This is an optimization exercise on Yosys and OpenROAD, whose aim is small area, not a production implementation.
Function was checked by simulation only, so behaviour that the tests miss may differ from the original.
Power figures rest on the tool's default switching activity, not on a simulated workload.

[design/flow/constraint.sdc]
create_clock -name core_clock -period 4.0 [get_ports {clk}]
set_input_delay 0.8000 -clock core_clock [delete_from_list [all_inputs] [get_ports {clk}]]
set_output_delay 0.8000 -clock core_clock [all_outputs]
set_load 0.01 [all_outputs]
[design/flow/standard.sh]
#!/bin/bash
# synth_recipe.tcl (not shown) runs the flow's synth.tcl, then flattens the netlist and writes it again
# the make line also repeats each setting of config.mk as NAME=value (left out here)
make -C /OpenROAD-flow-scripts/flow DESIGN_CONFIG=/design/flow/config.mk WORK_HOME=/design/flow/orfs CLKGATE_MAP_FILE= SYNTH_SCRIPT=/design/flow/synth_recipe.tcl "${@:-finish}"
[design/flow/config.mk]
export PLATFORM = sky130hd
export DESIGN_NAME = decode_top
export DESIGN_NICKNAME = decode_top
export VERILOG_FILES = /design/flow/design.v
export SDC_FILE = /design/flow/constraint.sdc
export NUM_CORES = 4
export LEC_CHECK = 0
export CAP_MARGIN = 20
export CORE_MARGIN = 2
export CORE_UTILIZATION = 45
export GPL_TIMING_DRIVEN = 0
export SETUP_SLACK_MARGIN = 0.1
export SLEW_MARGIN = 20
export SYNTH_HIERARCHICAL = 1
[design/flow/flow/run.sh]
#!/bin/bash
# The standard layout, with the smallest buffer on the ports, and the buffers
# that synthesis inserted removed at floorplan (placement repairs drive again).
export BUFFER_PORTS_ARGS="-buffer_cell sky130_fd_sc_hd__buf_1"
export REMOVE_ABC_BUFFERS=1
bash standard.sh > standard.log 2>&1
[design/flow/design.v]
localparam int xlen       = 32;
localparam int reg_addr_w = 5;
localparam logic [6:0] op_lui    = 7'b0110111;
localparam logic [6:0] op_auipc  = 7'b0010111;
localparam logic [6:0] op_jal    = 7'b1101111;
localparam logic [6:0] op_jalr   = 7'b1100111;
localparam logic [6:0] op_branch = 7'b1100011;
localparam logic [6:0] op_load   = 7'b0000011;
localparam logic [6:0] op_store  = 7'b0100011;
localparam logic [6:0] op_imm    = 7'b0010011;
localparam logic [6:0] op_reg    = 7'b0110011;
localparam logic [6:0] op_system = 7'b1110011;
localparam logic [2:0] f3_csrrw  = 3'b001;
localparam logic [2:0] f3_csrrwi = 3'b101;
localparam logic [2:0] imm_i = 3'd0;
localparam logic [2:0] imm_s = 3'd1;
localparam logic [2:0] imm_b = 3'd2;
localparam logic [2:0] imm_u = 3'd3;
localparam logic [2:0] imm_j = 3'd4;
localparam logic [3:0] alu_add  = 4'd0;
localparam logic [3:0] alu_sub  = 4'd1;
localparam logic [3:0] alu_sll  = 4'd2;
localparam logic [3:0] alu_slt  = 4'd3;
localparam logic [3:0] alu_sltu = 4'd4;
localparam logic [3:0] alu_xor  = 4'd5;
localparam logic [3:0] alu_srl  = 4'd6;
localparam logic [3:0] alu_sra  = 4'd7;
localparam logic [3:0] alu_or   = 4'd8;
localparam logic [3:0] alu_and  = 4'd9;
localparam logic [3:0] alu_lui  = 4'd10;   
localparam logic [11:0] csr_mstatus      = 12'h300;
localparam logic [11:0] csr_mscratch     = 12'h340;
localparam logic [11:0] csr_result_bytes = 12'h801;
localparam logic [11:0] csr_cycle        = 12'hC00;
localparam logic csr_src_reg = 1'b0;
localparam logic csr_src_imm = 1'b1;
localparam logic [1:0] res_alu = 2'd0;
localparam logic [1:0] res_mem = 2'd1;
localparam logic [1:0] res_pc4 = 2'd2;
localparam logic [1:0] res_csr = 2'd3;
localparam int ctrl_w = 14;
`timescale 1ns/10ps
module control_unit (
    input  logic [31:0] instr,
    output logic [13:0] ctrl,
    output logic [2:0]  imm_src,
    output logic        csr_write,
    output logic        csr_src
);
localparam int xlen       = 32;
localparam int reg_addr_w = 5;
localparam logic [6:0] op_lui    = 7'b0110111;
localparam logic [6:0] op_auipc  = 7'b0010111;
localparam logic [6:0] op_jal    = 7'b1101111;
localparam logic [6:0] op_jalr   = 7'b1100111;
localparam logic [6:0] op_branch = 7'b1100011;
localparam logic [6:0] op_load   = 7'b0000011;
localparam logic [6:0] op_store  = 7'b0100011;
localparam logic [6:0] op_imm    = 7'b0010011;
localparam logic [6:0] op_reg    = 7'b0110011;
localparam logic [6:0] op_system = 7'b1110011;
localparam logic [2:0] f3_csrrw  = 3'b001;
localparam logic [2:0] f3_csrrwi = 3'b101;
localparam logic [2:0] imm_i = 3'd0;
localparam logic [2:0] imm_s = 3'd1;
localparam logic [2:0] imm_b = 3'd2;
localparam logic [2:0] imm_u = 3'd3;
localparam logic [2:0] imm_j = 3'd4;
localparam logic [3:0] alu_add  = 4'd0;
localparam logic [3:0] alu_sub  = 4'd1;
localparam logic [3:0] alu_sll  = 4'd2;
localparam logic [3:0] alu_slt  = 4'd3;
localparam logic [3:0] alu_sltu = 4'd4;
localparam logic [3:0] alu_xor  = 4'd5;
localparam logic [3:0] alu_srl  = 4'd6;
localparam logic [3:0] alu_sra  = 4'd7;
localparam logic [3:0] alu_or   = 4'd8;
localparam logic [3:0] alu_and  = 4'd9;
localparam logic [3:0] alu_lui  = 4'd10;   
localparam logic [11:0] csr_mstatus      = 12'h300;
localparam logic [11:0] csr_mscratch     = 12'h340;
localparam logic [11:0] csr_result_bytes = 12'h801;
localparam logic [11:0] csr_cycle        = 12'hC00;
localparam logic csr_src_reg = 1'b0;
localparam logic csr_src_imm = 1'b1;
localparam logic [1:0] res_alu = 2'd0;
localparam logic [1:0] res_mem = 2'd1;
localparam logic [1:0] res_pc4 = 2'd2;
localparam logic [1:0] res_csr = 2'd3;
localparam int ctrl_w = 14;
    logic [6:0] opcode;
    logic [2:0] funct3;
    logic       funct7_5;
    logic       valid;
    logic       reg_write;
    logic       mem_write;
    logic       mem_read;
    logic       branch;
    logic       jump;
    logic       alu_src;
    logic [3:0] alu_op;
    logic [1:0] result_src;
    logic       csr_op;
    assign opcode   = instr[6:0];
    assign funct3   = instr[14:12];
    assign funct7_5 = instr[30];
    function automatic logic [3:0] alu_from_funct(input logic [2:0] f3,
                                                  input logic       f7_5,
                                                  input logic       is_reg);
        logic [3:0] op;
        case (f3)
            3'b000: begin
                if (is_reg && f7_5) op = alu_sub;
                else                op = alu_add;
            end
            3'b001: op = alu_sll;
            3'b010: op = alu_slt;
            3'b011: op = alu_sltu;
            3'b100: op = alu_xor;
            3'b101: begin
                if (f7_5) op = alu_sra;
                else      op = alu_srl;
            end
            3'b110: op = alu_or;
            default: op = alu_and;
        endcase
        alu_from_funct = op;
    endfunction
    always_comb begin
        valid      = 1'b0;
        reg_write  = 1'b0;
        mem_write  = 1'b0;
        mem_read   = 1'b0;
        branch     = 1'b0;
        jump       = 1'b0;
        alu_src    = 1'b0;
        alu_op     = alu_add;
        result_src = res_alu;
        csr_op     = 1'b0;
        imm_src    = imm_i;
        csr_write  = 1'b0;
        csr_src    = csr_src_reg;
        case (opcode)
            op_lui: begin
                valid     = 1'b1;
                reg_write = 1'b1;
                alu_src   = 1'b1;
                alu_op    = alu_lui;
                imm_src   = imm_u;
            end
            op_auipc: begin
                valid     = 1'b1;
                reg_write = 1'b1;
                alu_src   = 1'b1;
                imm_src   = imm_u;
            end
            op_jal: begin
                valid      = 1'b1;
                reg_write  = 1'b1;
                jump       = 1'b1;
                result_src = res_pc4;
                imm_src    = imm_j;
            end
            op_jalr: begin
                valid      = 1'b1;
                reg_write  = 1'b1;
                jump       = 1'b1;
                alu_src    = 1'b1;
                result_src = res_pc4;
            end
            op_branch: begin
                valid   = 1'b1;
                branch  = 1'b1;
                alu_op  = alu_sub;
                imm_src = imm_b;
            end
            op_load: begin
                valid      = 1'b1;
                reg_write  = 1'b1;
                mem_read   = 1'b1;
                alu_src    = 1'b1;
                result_src = res_mem;
            end
            op_store: begin
                valid     = 1'b1;
                mem_write = 1'b1;
                alu_src   = 1'b1;
                imm_src   = imm_s;
            end
            op_imm: begin
                valid     = 1'b1;
                reg_write = 1'b1;
                alu_src   = 1'b1;
                alu_op    = alu_from_funct(funct3, funct7_5, 1'b0);
            end
            op_reg: begin
                valid     = 1'b1;
                reg_write = 1'b1;
                alu_op    = alu_from_funct(funct3, funct7_5, 1'b1);
            end
            op_system: begin
                if (funct3 == f3_csrrw || funct3 == f3_csrrwi) begin
                    valid      = 1'b1;
                    reg_write  = 1'b1;
                    result_src = res_csr;
                    csr_op     = 1'b1;
                    csr_write  = 1'b1;
                    if (funct3 == f3_csrrwi) csr_src = csr_src_imm;
                    else                     csr_src = csr_src_reg;
                end
            end
            default: begin
                valid = 1'b0;
            end
        endcase
    end
    assign ctrl = {valid, reg_write, mem_write, mem_read, branch, jump, alu_src,
                   alu_op, result_src, csr_op};
endmodule
`timescale 1ns/10ps
module imm_extend (
    input  logic [31:0] instr,
    input  logic [2:0]  imm_src,
    output logic [31:0] imm_ext
);
localparam int xlen       = 32;
localparam int reg_addr_w = 5;
localparam logic [6:0] op_lui    = 7'b0110111;
localparam logic [6:0] op_auipc  = 7'b0010111;
localparam logic [6:0] op_jal    = 7'b1101111;
localparam logic [6:0] op_jalr   = 7'b1100111;
localparam logic [6:0] op_branch = 7'b1100011;
localparam logic [6:0] op_load   = 7'b0000011;
localparam logic [6:0] op_store  = 7'b0100011;
localparam logic [6:0] op_imm    = 7'b0010011;
localparam logic [6:0] op_reg    = 7'b0110011;
localparam logic [6:0] op_system = 7'b1110011;
localparam logic [2:0] f3_csrrw  = 3'b001;
localparam logic [2:0] f3_csrrwi = 3'b101;
localparam logic [2:0] imm_i = 3'd0;
localparam logic [2:0] imm_s = 3'd1;
localparam logic [2:0] imm_b = 3'd2;
localparam logic [2:0] imm_u = 3'd3;
localparam logic [2:0] imm_j = 3'd4;
localparam logic [3:0] alu_add  = 4'd0;
localparam logic [3:0] alu_sub  = 4'd1;
localparam logic [3:0] alu_sll  = 4'd2;
localparam logic [3:0] alu_slt  = 4'd3;
localparam logic [3:0] alu_sltu = 4'd4;
localparam logic [3:0] alu_xor  = 4'd5;
localparam logic [3:0] alu_srl  = 4'd6;
localparam logic [3:0] alu_sra  = 4'd7;
localparam logic [3:0] alu_or   = 4'd8;
localparam logic [3:0] alu_and  = 4'd9;
localparam logic [3:0] alu_lui  = 4'd10;   
localparam logic [11:0] csr_mstatus      = 12'h300;
localparam logic [11:0] csr_mscratch     = 12'h340;
localparam logic [11:0] csr_result_bytes = 12'h801;
localparam logic [11:0] csr_cycle        = 12'hC00;
localparam logic csr_src_reg = 1'b0;
localparam logic csr_src_imm = 1'b1;
localparam logic [1:0] res_alu = 2'd0;
localparam logic [1:0] res_mem = 2'd1;
localparam logic [1:0] res_pc4 = 2'd2;
localparam logic [1:0] res_csr = 2'd3;
localparam int ctrl_w = 14;
    always_comb begin
        case (imm_src)
            imm_i: imm_ext = {{20{instr[31]}}, instr[31:20]};
            imm_s: imm_ext = {{20{instr[31]}}, instr[31:25], instr[11:7]};
            imm_b: imm_ext = {{19{instr[31]}}, instr[31], instr[7], instr[30:25],
                              instr[11:8], 1'b0};
            imm_u: imm_ext = {instr[31:12], 12'b0};
            imm_j: imm_ext = {{11{instr[31]}}, instr[31], instr[19:12], instr[20],
                              instr[30:21], 1'b0};
            default: imm_ext = '0;
        endcase
    end
endmodule
`timescale 1ns/10ps
module regfile (
    input  logic        clk,
    input  logic [4:0]  a1,
    input  logic [4:0]  a2,
    input  logic [4:0]  wb_rd,
    input  logic [31:0] wb_result,
    input  logic        wb_reg_write,
    output logic [31:0] rd1,
    output logic [31:0] rd2
);
    logic [31:1] we;
    logic [31:1] hold;
    logic [31:1] sel1;
    logic [31:1] sel2;
    logic        fwd1;
    logic        fwd2;
    rf_wdec u_wdec (
        .en   (wb_reg_write),
        .a    (wb_rd),
        .we   (we),
        .hold (hold)
    );
    rf_rdec u_rdec1 (
        .a     (a1),
        .wb_en (wb_reg_write),
        .wb_rd (wb_rd),
        .sel   (sel1),
        .fwd   (fwd1)
    );
    rf_rdec u_rdec2 (
        .a     (a2),
        .wb_en (wb_reg_write),
        .wb_rd (wb_rd),
        .sel   (sel2),
        .fwd   (fwd2)
    );
    rf_core u_core (
        .clk       (clk),
        .we        (we),
        .hold      (hold),
        .wb_result (wb_result),
        .sel1      (sel1),
        .fwd1      (fwd1),
        .sel2      (sel2),
        .fwd2      (fwd2),
        .rd1       (rd1),
        .rd2       (rd2)
    );
endmodule
module rf_wdec (
    input  logic        en,
    input  logic [4:0]  a,
    output logic [31:1] we,
    output logic [31:1] hold
);
    always_comb begin
        for (int i = 1; i < 32; i++) begin
            we[i]   = en && a == 5'(i);
            hold[i] = !(en && a == 5'(i));
        end
    end
endmodule
module rf_rdec (
    input  logic [4:0]  a,
    input  logic        wb_en,
    input  logic [4:0]  wb_rd,
    output logic [31:1] sel,
    output logic        fwd
);
    always_comb begin
        fwd = wb_en && wb_rd == a && a != 5'd0;
        for (int i = 1; i < 32; i++) sel[i] = (a == 5'(i));
    end
endmodule
module rf_core (
    input  logic        clk,
    input  logic [31:1] we,
    input  logic [31:1] hold,
    input  logic [31:0] wb_result,
    input  logic [31:1] sel1,
    input  logic        fwd1,
    input  logic [31:1] sel2,
    input  logic        fwd2,
    output logic [31:0] rd1,
    output logic [31:0] rd2
);
    logic [31:0] regs [1:31];
    always_ff @(posedge clk) begin
        for (int i = 1; i < 32; i++) begin
            regs[i] <= (regs[i] & {32{hold[i]}}) | (wb_result & {32{we[i]}});
        end
    end
    for (genvar b = 0; b < 32; b++) begin : g_bit
        logic [31:1] col;
        for (genvar i = 1; i < 32; i++) begin : g_col
            assign col[i] = regs[i][b];
        end
        rf_read_bit u_rd1 (.q(col), .sel(sel1), .w(wb_result[b]), .fwd(fwd1), .rd(rd1[b]));
        rf_read_bit u_rd2 (.q(col), .sel(sel2), .w(wb_result[b]), .fwd(fwd2), .rd(rd2[b]));
    end
endmodule
module rf_read_bit (
    input  logic [31:1] q,
    input  logic [31:1] sel,
    input  logic        w,
    input  logic        fwd,
    output logic        rd
);
    logic [10:0] n;
    for (genvar k = 0; k < 10; k++) begin : g_grp
        rf_aoi222 u_aoi (
            .a0 (q[3*k+1]), .b0 (sel[3*k+1]),
            .a1 (q[3*k+2]), .b1 (sel[3*k+2]),
            .a2 (q[3*k+3]), .b2 (sel[3*k+3]),
            .y  (n[k])
        );
    end
    assign n[10] = ~(q[31] & sel[31]);
    assign rd = fwd ? w : ~(&n);
endmodule
module rf_aoi222 (
    input  logic a0,
    input  logic b0,
    input  logic a1,
    input  logic b1,
    input  logic a2,
    input  logic b2,
    output logic y
);
    assign y = ~((a0 & b0) | (a1 & b1) | (a2 & b2));
endmodule
`timescale 1ns/10ps
module csr_file (
    input  logic        clk,
    input  logic        arst_n,
    input  logic [11:0] raddr,       
    output logic [31:0] rdata,       
    input  logic [2:0]  pend,        
    input  logic [31:0] wdata,       
    output logic [31:0] status,
    output logic [31:0] result_bytes
);
localparam int xlen       = 32;
localparam int reg_addr_w = 5;
localparam logic [6:0] op_lui    = 7'b0110111;
localparam logic [6:0] op_auipc  = 7'b0010111;
localparam logic [6:0] op_jal    = 7'b1101111;
localparam logic [6:0] op_jalr   = 7'b1100111;
localparam logic [6:0] op_branch = 7'b1100011;
localparam logic [6:0] op_load   = 7'b0000011;
localparam logic [6:0] op_store  = 7'b0100011;
localparam logic [6:0] op_imm    = 7'b0010011;
localparam logic [6:0] op_reg    = 7'b0110011;
localparam logic [6:0] op_system = 7'b1110011;
localparam logic [2:0] f3_csrrw  = 3'b001;
localparam logic [2:0] f3_csrrwi = 3'b101;
localparam logic [2:0] imm_i = 3'd0;
localparam logic [2:0] imm_s = 3'd1;
localparam logic [2:0] imm_b = 3'd2;
localparam logic [2:0] imm_u = 3'd3;
localparam logic [2:0] imm_j = 3'd4;
localparam logic [3:0] alu_add  = 4'd0;
localparam logic [3:0] alu_sub  = 4'd1;
localparam logic [3:0] alu_sll  = 4'd2;
localparam logic [3:0] alu_slt  = 4'd3;
localparam logic [3:0] alu_sltu = 4'd4;
localparam logic [3:0] alu_xor  = 4'd5;
localparam logic [3:0] alu_srl  = 4'd6;
localparam logic [3:0] alu_sra  = 4'd7;
localparam logic [3:0] alu_or   = 4'd8;
localparam logic [3:0] alu_and  = 4'd9;
localparam logic [3:0] alu_lui  = 4'd10;   
localparam logic [11:0] csr_mstatus      = 12'h300;
localparam logic [11:0] csr_mscratch     = 12'h340;
localparam logic [11:0] csr_result_bytes = 12'h801;
localparam logic [11:0] csr_cycle        = 12'hC00;
localparam logic csr_src_reg = 1'b0;
localparam logic csr_src_imm = 1'b1;
localparam logic [1:0] res_alu = 2'd0;
localparam logic [1:0] res_mem = 2'd1;
localparam logic [1:0] res_pc4 = 2'd2;
localparam logic [1:0] res_csr = 2'd3;
localparam int ctrl_w = 14;
    logic [xlen-1:0] mstatus_q;
    logic [xlen-1:0] mscratch_q;
    logic [xlen-1:0] result_bytes_q;
    logic [xlen-1:0] cycle_q;
    logic [xlen-1:0] mstatus_e;
    logic [xlen-1:0] mscratch_e;
    logic [xlen-1:0] result_bytes_e;
    assign mstatus_e      = pend[0] ? wdata : mstatus_q;
    assign mscratch_e     = pend[1] ? wdata : mscratch_q;
    assign result_bytes_e = pend[2] ? wdata : result_bytes_q;
    always_ff @(posedge clk or negedge arst_n) begin
        if (!arst_n) begin
            mstatus_q      <= '0;
            mscratch_q     <= '0;
            result_bytes_q <= '0;
            cycle_q        <= '0;
        end else begin
            cycle_q        <= cycle_q + 1'b1;
            mstatus_q      <= mstatus_e;
            mscratch_q     <= mscratch_e;
            result_bytes_q <= result_bytes_e;
        end
    end
    always_comb begin
        case (raddr)
            csr_mstatus:      rdata = mstatus_e;
            csr_mscratch:     rdata = mscratch_e;
            csr_result_bytes: rdata = result_bytes_e;
            csr_cycle:        rdata = cycle_q;
            default:          rdata = '0;
        endcase
    end
    assign status       = mstatus_e;
    assign result_bytes = result_bytes_e;
endmodule
`timescale 1ns/10ps
module instr_decode (
    input  logic        clk,
    input  logic        arst_n,
    input  logic        fetch_valid,
    input  logic [31:0] fetch_instr,
    input  logic [31:0] fetch_pc,
    input  logic [31:0] fetch_pc_plus4,
    input  logic [4:0]  wb_rd,
    input  logic [31:0] wb_result,
    input  logic        wb_reg_write,
    output logic [13:0] dec_ctrl,
    output logic [31:0] dec_pc,
    output logic [31:0] dec_pc_plus4,
    output logic [4:0]  dec_rs1,
    output logic [4:0]  dec_rs2,
    output logic [4:0]  dec_rd,
    output logic [31:0] dec_rd1,
    output logic [31:0] dec_rd2,
    output logic [31:0] dec_imm_ext,
    output logic [31:0] dec_csr_rdata,
    output logic [31:0] status,
    output logic [31:0] result_bytes
);
localparam int xlen       = 32;
localparam int reg_addr_w = 5;
localparam logic [6:0] op_lui    = 7'b0110111;
localparam logic [6:0] op_auipc  = 7'b0010111;
localparam logic [6:0] op_jal    = 7'b1101111;
localparam logic [6:0] op_jalr   = 7'b1100111;
localparam logic [6:0] op_branch = 7'b1100011;
localparam logic [6:0] op_load   = 7'b0000011;
localparam logic [6:0] op_store  = 7'b0100011;
localparam logic [6:0] op_imm    = 7'b0010011;
localparam logic [6:0] op_reg    = 7'b0110011;
localparam logic [6:0] op_system = 7'b1110011;
localparam logic [2:0] f3_csrrw  = 3'b001;
localparam logic [2:0] f3_csrrwi = 3'b101;
localparam logic [2:0] imm_i = 3'd0;
localparam logic [2:0] imm_s = 3'd1;
localparam logic [2:0] imm_b = 3'd2;
localparam logic [2:0] imm_u = 3'd3;
localparam logic [2:0] imm_j = 3'd4;
localparam logic [3:0] alu_add  = 4'd0;
localparam logic [3:0] alu_sub  = 4'd1;
localparam logic [3:0] alu_sll  = 4'd2;
localparam logic [3:0] alu_slt  = 4'd3;
localparam logic [3:0] alu_sltu = 4'd4;
localparam logic [3:0] alu_xor  = 4'd5;
localparam logic [3:0] alu_srl  = 4'd6;
localparam logic [3:0] alu_sra  = 4'd7;
localparam logic [3:0] alu_or   = 4'd8;
localparam logic [3:0] alu_and  = 4'd9;
localparam logic [3:0] alu_lui  = 4'd10;   
localparam logic [11:0] csr_mstatus      = 12'h300;
localparam logic [11:0] csr_mscratch     = 12'h340;
localparam logic [11:0] csr_result_bytes = 12'h801;
localparam logic [11:0] csr_cycle        = 12'hC00;
localparam logic csr_src_reg = 1'b0;
localparam logic csr_src_imm = 1'b1;
localparam logic [1:0] res_alu = 2'd0;
localparam logic [1:0] res_mem = 2'd1;
localparam logic [1:0] res_pc4 = 2'd2;
localparam logic [1:0] res_csr = 2'd3;
localparam int ctrl_w = 14;
    logic [13:0]     ctrl_d;
    logic [13:0]     ctrl_n;
    logic [2:0]      imm_src;
    logic            csr_write;
    logic            csr_src;
    logic [xlen-1:0] rd1;
    logic [xlen-1:0] rd2;
    logic [xlen-1:0] imm_ext;
    logic [xlen-1:0] csr_wdata;
    logic [xlen-1:0] csr_rdata;
    logic            issue;
    logic            csri_q;
    logic [2:0]      pend_q;
    control_unit u_control_unit (
        .instr     (fetch_instr),
        .ctrl      (ctrl_d),
        .imm_src   (imm_src),
        .csr_write (csr_write),
        .csr_src   (csr_src)
    );
    regfile u_regfile (
        .clk          (clk),
        .a1           (fetch_instr[19:15]),
        .a2           (fetch_instr[24:20]),
        .wb_rd        (wb_rd),
        .wb_result    (wb_result),
        .wb_reg_write (wb_reg_write),
        .rd1          (rd1),
        .rd2          (rd2)
    );
    imm_extend u_imm_extend (
        .instr   (fetch_instr),
        .imm_src (imm_src),
        .imm_ext (imm_ext)
    );
    assign issue = fetch_valid & ctrl_d[13];
    assign csr_wdata = csri_q ? {{(xlen - reg_addr_w){1'b0}}, dec_rs1} : dec_rd1;
    csr_file u_csr_file (
        .clk          (clk),
        .arst_n       (arst_n),
        .raddr        (imm_ext[11:0]),
        .rdata        (csr_rdata),
        .pend         (pend_q),
        .wdata        (csr_wdata),
        .status       (status),
        .result_bytes (result_bytes)
    );
    always_comb begin
        ctrl_n = '0;
        if (issue) begin
            ctrl_n = ctrl_d;
        end
    end
    always_ff @(posedge clk or negedge arst_n) begin
        if (!arst_n) begin
            dec_ctrl <= '0;
            pend_q   <= '0;
        end else begin
            dec_ctrl <= ctrl_n;
            pend_q   <= {3{issue & csr_write}} &
                        {fetch_instr[31:20] == csr_result_bytes,
                         fetch_instr[31:20] == csr_mscratch,
                         fetch_instr[31:20] == csr_mstatus};
        end
    end
    always_ff @(posedge clk) begin
        dec_pc        <= fetch_pc;
        dec_pc_plus4  <= fetch_pc_plus4;
        dec_rs1       <= fetch_instr[19:15];
        dec_rs2       <= fetch_instr[24:20];
        dec_rd        <= fetch_instr[11:7];
        dec_rd1       <= rd1;
        dec_rd2       <= rd2;
        dec_imm_ext   <= imm_ext;
        dec_csr_rdata <= csr_rdata;
        csri_q        <= fetch_instr[14];
    end
endmodule
`timescale 1ns/10ps
module decode_top (
    input  logic        clk,
    input  logic        arst_n,
    input  logic        fetch_valid,
    input  logic [31:0] fetch_instr,
    input  logic [31:0] fetch_pc,
    input  logic [31:0] fetch_pc_plus4,
    input  logic [4:0]  wb_rd,
    input  logic [31:0] wb_result,
    input  logic        wb_reg_write,
    output logic        dec_valid,
    output logic        dec_reg_write,
    output logic        dec_mem_write,
    output logic        dec_mem_read,
    output logic        dec_branch,
    output logic        dec_jump,
    output logic        dec_alu_src,
    output logic [3:0]  dec_alu_op,
    output logic [1:0]  dec_result_src,
    output logic        dec_csr_op,
    output logic [31:0] dec_pc,
    output logic [31:0] dec_pc_plus4,
    output logic [4:0]  dec_rs1,
    output logic [4:0]  dec_rs2,
    output logic [4:0]  dec_rd,
    output logic [31:0] dec_rd1,
    output logic [31:0] dec_rd2,
    output logic [31:0] dec_imm_ext,
    output logic [31:0] dec_csr_rdata,
    output logic [31:0] status,
    output logic [31:0] result_bytes
);
    logic [13:0] dec_ctrl;
    instr_decode u_instr_decode (
        .clk            (clk),
        .arst_n         (arst_n),
        .fetch_valid    (fetch_valid),
        .fetch_instr    (fetch_instr),
        .fetch_pc       (fetch_pc),
        .fetch_pc_plus4 (fetch_pc_plus4),
        .wb_rd          (wb_rd),
        .wb_result      (wb_result),
        .wb_reg_write   (wb_reg_write),
        .dec_ctrl       (dec_ctrl),
        .dec_pc         (dec_pc),
        .dec_pc_plus4   (dec_pc_plus4),
        .dec_rs1        (dec_rs1),
        .dec_rs2        (dec_rs2),
        .dec_rd         (dec_rd),
        .dec_rd1        (dec_rd1),
        .dec_rd2        (dec_rd2),
        .dec_imm_ext    (dec_imm_ext),
        .dec_csr_rdata  (dec_csr_rdata),
        .status         (status),
        .result_bytes   (result_bytes)
    );
    assign {dec_valid, dec_reg_write, dec_mem_write, dec_mem_read, dec_branch, dec_jump,
            dec_alu_src, dec_alu_op, dec_result_src, dec_csr_op} = dec_ctrl;
endmodule
==> run notes <==
-- registers in the layout, indices dropped and copies added, names as in the netlist, 14 cells and up --
name	count
u_instr_decode.dec_imm_ext	32
u_instr_decode.dec_pc	32
u_instr_decode.u_csr_file.mstatus_q	32
u_instr_decode.dec_rd2	32
u_instr_decode.u_csr_file.mscratch_q	32
u_instr_decode.dec_pc_plus4	32
u_instr_decode.u_regfile.u_core.regs	992
u_instr_decode.u_csr_file.cycle_q	32
u_instr_decode.dec_rd1	32
u_instr_decode.dec_ctrl	14
u_instr_decode.u_csr_file.result_bytes_q	32
u_instr_decode.dec_csr_rdata	32
-- where the power goes --
group / total, mW / internal [mW] / leakage [nW] / switching [mW]
Sequential: 17.4 / 15.6 / 12.0 / 1.77
Combinational: 4.00 / 1.90 / 11.1 / 2.11
Clock: 14.0 / 8.17 / 2.42 / 5.81
Total: 35.4 / 25.7 / 25.5 / 9.68
-- stage by stage --
stage               hold WS [ps]  power, mW
floorplan                  445.9      19.40
global placement           465.1      20.96
detailed placement         475.5      21.37
CTS                        73.98      35.24
global route               92.04      36.46
finish                     116.8      35.38
-- path summary, 6_finish.rpt --
kind | from | endpoint | slack (ps) | cells past startpoint
hold reg to reg | u_instr_decode.u_regfile.u_core.regs[25][25] | u_instr_decode.u_regfile.u_core.regs[25][25] | 490 | 1
hold / removal | fetch_pc[24] | u_instr_decode.dec_pc[24] | 120 | 1
setup reg to reg | u_instr_decode.u_regfile.u_core.regs[13][15] | u_instr_decode.dec_rd2[15] | 1520 | 4
max in group asynchronous | arst_n | u_instr_decode.u_csr_file.mstatus_q[3] | 2340 | 6
setup / recovery | fetch_instr[17] | u_instr_decode.dec_rd1[13] | -50 | 8
min in group asynchronous | arst_n | u_instr_decode.u_csr_file.mstatus_q[7] | 540 | 2
-- layer usage --
metal | track usage | vias up | wire, um
met4 | 0.2211 | 16 | 15870
met1 | 0.4620 | 23631 | 86080
met3 | 0.1443 | 945 | 34110
met5 | 0.001601 | - | 221
li1 | - | 19421 | -
met2 | 0.5263 | 4302 | 96470
-- final cells by class --
cell class,count,area (um^2)
fillers,9851,54000
flip-flops and latches,1345,27660
multi-input cells,2607,23340
repair buffers,606,5704
clock buffers,210,4255
well taps,1536,1922
clock inverters,49,733.2
inverters,81,304.0
diodes,3,7.507
-- what timing repair did --
item | in CTS | in global routing
buffers inserted | 7 | 8
endpoints found under the hold margin | 19 | 0
hold buffers | 1 | 0
gates resized for setup | 7 | 6
pin swaps | 3 | 5
setup endpoints to repair | 32 | 22
==> summary.md <==
| Metric | Value |
|---|---|
| Root Driver | clkbuf_16 |
| DP HPWL | 153.9 mm |
| Layout area overhead | 19.48% |
| Total clock buffers created by CTS | 144 |
| Post-Synthesis Cells | 4397 |
| Setup Viol. Count Final | 1 |
| Final Routed Wirelength | 232.7 mm |
| Crit Path Category | primary input to register |
| Vias in the first global route | 45595 |
| MaxCap Viol Count | 0 |
| Critical Path Sink Type | register |
| Placed Cells | 6159 |
| TritonCTS clock tree | built |
| Vias per cell | 7.506 |
| Setup ws final | -45.67 ps |
| Clock transition at path regs | 60 ps |
| First-pass GRT wire length | 328.8 mm |
| Nets | 4923 |
| Die ar. | 0.1217 mm^2 |
| Gp weighted congestion | 0.9068 |
| I/O pin total | 422 |
| Detailed-route via count | 48315 |
| Unrepaired setup endpoints after global routing | no |
| Final instance area | 0.06393 mm^2 |
| CP max stage delay | 820 ps |
| Peak VDD IR | 0.5529 mV |
| Delay-heaviest family, CP | simple AND/OR/NAND/NOR gates |
| Layout cells sized above 1 | 0.1664 |
| Status | finished with violations |
| Crit path launch type | primary input |
| GRT overflow | 0 |
| Slowest-stage cell, CP | nand2b_1 |
| Period utilization | 1.011 |
| Clk Latency, worst-skew pair | 780 ps |
| Placement Setup Slack | -1904 ps |
| Max Fanout on Critical Path | 18 |
| Post-route minimum period | 4046 ps |
| TNS Setup | -45.67 ps |
| Clock tree buffer depth | 3 |
| Final instance count without filler cells | 6437 |
| Fmax | 247.2 MHz |
| Total Routing Usage GR | 0.3667 |
| Final Hold Fails | 0 |
| Initial core utilization | 0.4537 |
| Avg WL per Cell | 36.16 um |
| CTS sink count | 1345 |
| Layout check fault list | setup timing |
| Skew final | 34.59 ps |
| Most common cell after layout, fill and taps aside | dfxtp_1 |
| DR pass1 iterations | 17 |
| Cell Chain, Critical Path | buf_1 > nand2b_1 > nor2_4 > buf_16 > a222oi_1 > nand4_1 > a2111oi_2 > mux2i_1 |
| Utilization after layout | 0.5421 |
| DRC Markers | 0 |
| Hold Crit Class | primary input to register |
| Initial antenna violation count | 14 |
| Leakage power | 25.51 nW |
| Netlist Area Pre-Place | 0.05350 mm^2 |
| Crit path required time | 4600 ps |
| Cell area after placement | 0.05876 mm^2 |
| Pins over their slew limit | 0 |
| Vert. Die Dim | 348.8 um |
| Largest net degree at the start of global routing | 34 |
| Std cell rows | 126 |
| Worst-Margin Slew | 1110 ps |
| Commonest non-fill, non-tap cells in the layout | dfxtp_1 (1199), a22o_1 (968), a222oi_1 (645) |
| Crit path DAT | 4640 ps |
| Crit path buf inv count | 2 |
| Post-route ant nets | 0 |
| CTS H-Tree Depth | 4 |
| Slew margin rel. | 0.2386 |
| Initial DRC Count | 11386 |
| Yosys warns | 14 |
| Syn Area/Cell | 12.17 um^2 |
| Die W | 348.8 um |
| Number of buffers added on ports | 421 |
| Core Box Area | 0.1179 mm^2 |
| Pwr/cell area | 553.5 mW/mm^2 |

port drivers added, routing unchanged:
Ports are ideal in the flow. The routed layout listed here was re-timed in OpenROAD.
Step 1 sets driving cells, clkbuf_16 on the clock port and buf_2 on the other inputs (assumed; they add their load-dependent delay and slew).
Step 2 moves the port delays by t, midway between the first and last clock arrival at a register: inputs arrive t later, outputs are due t later. That takes back most of the time a late clock gives input paths.
Three values: no drivers, after step 1, after step 2; two values: the first two.
t, ns: 0.839
slack for setup (ns): -0.046 / -0.008 / -0.847
slew at the worst register clock pin (ns): 0.06 / 0.06
For this run, drivers alone change the setup slack by +0.038 ns; drivers and shift together by -0.801 ns.
